This design comes from an exercise in tuning for small area, a short achievable clock period and few clock cycles per item on the open sky130 flow, not from production work. RTL that was checked went through simulation tests only; none was proved equivalent to the original. Power is estimated from default activity; no workload was simulated.

Design byte_range_header_parser_core, start of the top module:
module byte_range_header_parser_core #(
   parameter int MAX_RANGE_COUNT = brhp_pkg::DEFAULT_MAX_RANGE_COUNT,
   parameter int OFFSET_BITS     = brhp_pkg::DEFAULT_OFFSET_BITS
) (
   input  logic                                clock,
   input  logic                                reset,
   input  logic                                req_tvalid,
   output logic                                req_tready,
   input  logic [brhp_pkg::BYTE_BITS-1:0]      req_tdata,    
   input  logic                                req_tlast,    
   output logic                                rsp_tvalid,
   input  logic                                rsp_tready,
   output logic [brhp_pkg::RSP_DATA_BITS-1:0]  rsp_tdata,
   output logic                                rsp_tlast,    
   input  logic                                csr_wr_en,
   input  logic [brhp_pkg::FILE_SIZE_BITS-1:0] csr_wr_data   
);
==> flow/config.mk <==
export PLATFORM = sky130hd
export DESIGN_NAME = byte_range_header_parser_core
export DESIGN_NICKNAME = byte_range_header_parser_core
export VERILOG_FILES = /design/flow/design.v
export SDC_FILE = /design/flow/constraint.sdc
export NUM_CORES = 4
export LEC_CHECK = 0
export CAP_MARGIN = 20
export CORE_MARGIN = 2
export CORE_UTILIZATION = 60
export SLEW_MARGIN = 20
==> flow/constraint.sdc <==
create_clock -name core_clock -period 13.0 [get_ports {clock}]
set_input_delay 2.6000 -clock core_clock [delete_from_list [all_inputs] [get_ports {clock}]]
set_output_delay 2.6000 -clock core_clock [all_outputs]
set_load 0.01 [all_outputs]
standard.sh (not shown) runs the stock make flow with config.mk's settings and CLKGATE_MAP_FILE= SYNTH_SCRIPT=/design/flow/synth_recipe.tcl, a recipe that flattens the netlist after the stock synthesis.
==> flow/flow/run.sh <==
#!/bin/bash
# Standard layout with a deeper setup repair target; all tool output goes to logs here.
export SETUP_SLACK_MARGIN=9
bash standard.sh > standard.log 2>&1
Next try:
--- a/flow/design.v
+++ b/flow/design.v
@@ -163,25 +163,25 @@
    logic [SUM_BITS-1:0] sum_ff;
    logic [FS-1:0]       cur_ff;      
    logic [FS-1:0]       nfirst_ff;   
    logic accept, go, step;
    logic [2:0]          ph;
    logic                err, hb;
    logic [3:0]          cnt;
    logic [SUM_BITS-1:0] sum;
    logic                c_digit, c_dash, c_comma, c_blank, c_cr, c_lf, c_term;
    logic [3:0]          dval;
    logic                cont;        
    logic [FS-1:0]       acc_hi;
-   logic [3:0]          acc_lo;
+   logic [4:0]          acc_lo;
    logic                acc_co, acc_ovf;
    logic [2:0] ph_m, ph_c;
    logic       err_m, err_c, hb_m, hb_c;
    logic       term_fire, wr_digit, dash_first, dash_lead;
    logic       do_comp, is_suffix, range_ok, got, end_byte, defer, emit, hend_next, clr;
    logic [3:0] cnt_c;
    logic [SUM_BITS-1:0] sum_c, sum_next;
    logic [FS-1:0] nsuffix_start;
    assign req_tready = !s_v_ff;
    assign accept     = req_tvalid && !s_v_ff;
    assign go         = h_v_ff && !flush_ff && (!out_valid_ff || rsp_tready);
    assign step       = go || flush_ff;
@@ -210,71 +210,27 @@
    assign hb  = hb_ff && !hend_ff;
    assign cnt = hend_ff ? 4'd0 : cnt_ff;
    assign sum = hend_ff ? {SUM_BITS{1'b0}} : sum_ff;
    assign c_digit = (h_b_ff[7:4] == 4'h3) && (h_b_ff[3:0] <= 4'h9);
    assign c_dash  = h_b_ff == CHAR_DASH;
    assign c_comma = h_b_ff == CHAR_COMMA;
    assign c_blank = (h_b_ff == CHAR_SPACE) || (h_b_ff == CHAR_TAB);
    assign c_cr    = h_b_ff == CHAR_CR;
    assign c_lf    = h_b_ff == CHAR_LF;
    assign c_term  = c_blank || c_comma || c_cr;
    assign dval    = h_b_ff[3:0];
    assign cont   = (ph == P_FIRST) || (((ph == P_SUFFIX) || (ph == P_SECOND)) && hb);
-   always_comb begin
-      case ({cur_ff[2:0], dval[3:1]})
-            6'b000_000: acc_lo = 4'd0;
-            6'b000_001: acc_lo = 4'd1;
-            6'b000_010: acc_lo = 4'd2;
-            6'b000_011: acc_lo = 4'd3;
-            6'b000_100: acc_lo = 4'd4;
-            6'b001_000: acc_lo = 4'd5;
-            6'b001_001: acc_lo = 4'd6;
-            6'b001_010: acc_lo = 4'd7;
-            6'b001_011: acc_lo = 4'd8;
-            6'b001_100: acc_lo = 4'd9;
-            6'b010_000: acc_lo = 4'd2;
-            6'b010_001: acc_lo = 4'd3;
-            6'b010_010: acc_lo = 4'd4;
-            6'b010_011: acc_lo = 4'd5;
-            6'b010_100: acc_lo = 4'd6;
-            6'b011_000: acc_lo = 4'd7;
-            6'b011_001: acc_lo = 4'd8;
-            6'b011_010: acc_lo = 4'd9;
-            6'b011_011: acc_lo = 4'd10;
-            6'b011_100: acc_lo = 4'd11;
-            6'b100_000: acc_lo = 4'd4;
-            6'b100_001: acc_lo = 4'd5;
-            6'b100_010: acc_lo = 4'd6;
-            6'b100_011: acc_lo = 4'd7;
-            6'b100_100: acc_lo = 4'd8;
-            6'b101_000: acc_lo = 4'd9;
-            6'b101_001: acc_lo = 4'd10;
-            6'b101_010: acc_lo = 4'd11;
-            6'b101_011: acc_lo = 4'd12;
-            6'b101_100: acc_lo = 4'd13;
-            6'b110_000: acc_lo = 4'd6;
-            6'b110_001: acc_lo = 4'd7;
-            6'b110_010: acc_lo = 4'd8;
-            6'b110_011: acc_lo = 4'd9;
-            6'b110_100: acc_lo = 4'd10;
-            6'b111_000: acc_lo = 4'd11;
-            6'b111_001: acc_lo = 4'd12;
-            6'b111_010: acc_lo = 4'd13;
-            6'b111_011: acc_lo = 4'd14;
-            6'b111_100: acc_lo = 4'd15;
-            default: acc_lo = 4'd0;
-      endcase
-   end
+   assign acc_lo = {1'b0, cur_ff[0], 3'b000} + {1'b0, cur_ff[2:0], 1'b0} + {1'b0, dval};
    brhp_add #(.N(FS)) u_acc (
-      .a({1'b0, cur_ff[FS-1:1]}), .b({3'b000, cur_ff[FS-1:3]}), .cin(acc_lo[3]),
+      .a({1'b0, cur_ff[FS-1:1]}), .b({3'b000, cur_ff[FS-1:3]}), .cin(acc_lo[4]),
       .s(acc_hi), .cout(acc_co));
    assign acc_ovf = cont && ((cur_ff >= OVF_T) || ((cur_ff == OVF_T - 1) && (dval >= 4'd6)));
    always_comb begin
       ph_m       = ph;
       hb_m       = hb;
       err_m      = err;
       term_fire  = 1'b0;
       wr_digit   = 1'b0;
       dash_first = 1'b0;
       dash_lead  = 1'b0;
       if (!err && !flush_ff) begin
          case (ph)
@@ -398,22 +354,22 @@
    end
    always_ff @(posedge clock) begin
       if (csr_wr_en) fs_ff <= csr_wr_data;
       if (step) begin
          ph_ff  <= ph_c;
          err_ff <= err_c;
          hb_ff  <= hb_c;
          cnt_ff <= cnt_c;
          num_ff <= got ? cnt[2:0] : 3'd0;
          sum_ff <= sum_c;
          if (clr) cur_ff <= {FS{1'b0}};
          else if (dash_first || (do_comp && is_suffix)) cur_ff <= fs_ff;
-         else if (wr_digit) cur_ff <= cont ? {acc_hi, acc_lo[2:0], dval[0]} : FS'(dval);
+         else if (wr_digit) cur_ff <= cont ? {acc_hi, acc_lo[3:0]} : FS'(dval);
          if (clr || dash_lead) nfirst_ff <= {FS{1'b1}};
          else if (dash_first) nfirst_ff <= ~cur_ff;
          else if (do_comp && is_suffix) nfirst_ff <= nsuffix_start;
       end
    end
    assign rsp_tvalid = out_valid_ff;
    assign rsp_tlast  = hend_ff;
    assign rsp_tdata  = {{PAD_BITS{1'b0}}, err_ff, cnt_ff, sum_ff, num_ff, cur_ff, ~nfirst_ff};
 endmodule
Sequential power decreases by about 0.6%.
Die area decreases by 1.1%.
Maximum frequency decreases by about 5%.
Total power decreases by about 2.6%.
Non-clock buffer count increases by 41.
Routed wire length decreases by 2.2%.
Setup slack gets worse by 210 ps.
Clock-buffer cell count decreases by 2.
Design area decreases by 0.54%.
Clock power decreases by about 6%.
Core utilization increases by 1.3 points.
Synthesized area decreases by about 1.2%.
Worst hold slack is about the same.
Testbench counts after the change, summed over its fixed seeds: cycles 49,634, bytes 48,723.
No functional check of the RTL was part of the first run of this note.

==> separate check: timing with driven ports <==
Ports are ideal in the flow. The routed layouts listed here were re-timed in OpenROAD. Step 1, drivers: a clkbuf_16 drives clock and a buf_2 each remaining input, both assumed. Step 2, shift: input delay + t, output delay - t, t = (earliest + latest rising clock arrival at the registers) / 2. This alone moves slack from input paths to output paths. Three values: ideal ports, drivers, drivers and shift; two values: the first two.
| run | shift t [ns] | setup WS [ns] | worst hold slack (ns) |
|---|---|---|---|
| the first run | 0.602 | 9.001 / 8.949 / 8.647 | 0.474 / 0.474 / 0.474 |
| the second run | 0.595 | 8.787 / 8.787 / 8.550 | 0.476 / 0.476 / 0.476 |
After both steps every run listed still meets setup and hold. For the first run, which loses most, drivers alone change the setup slack by -0.052 ns; drivers and shift together by -0.354 ns.
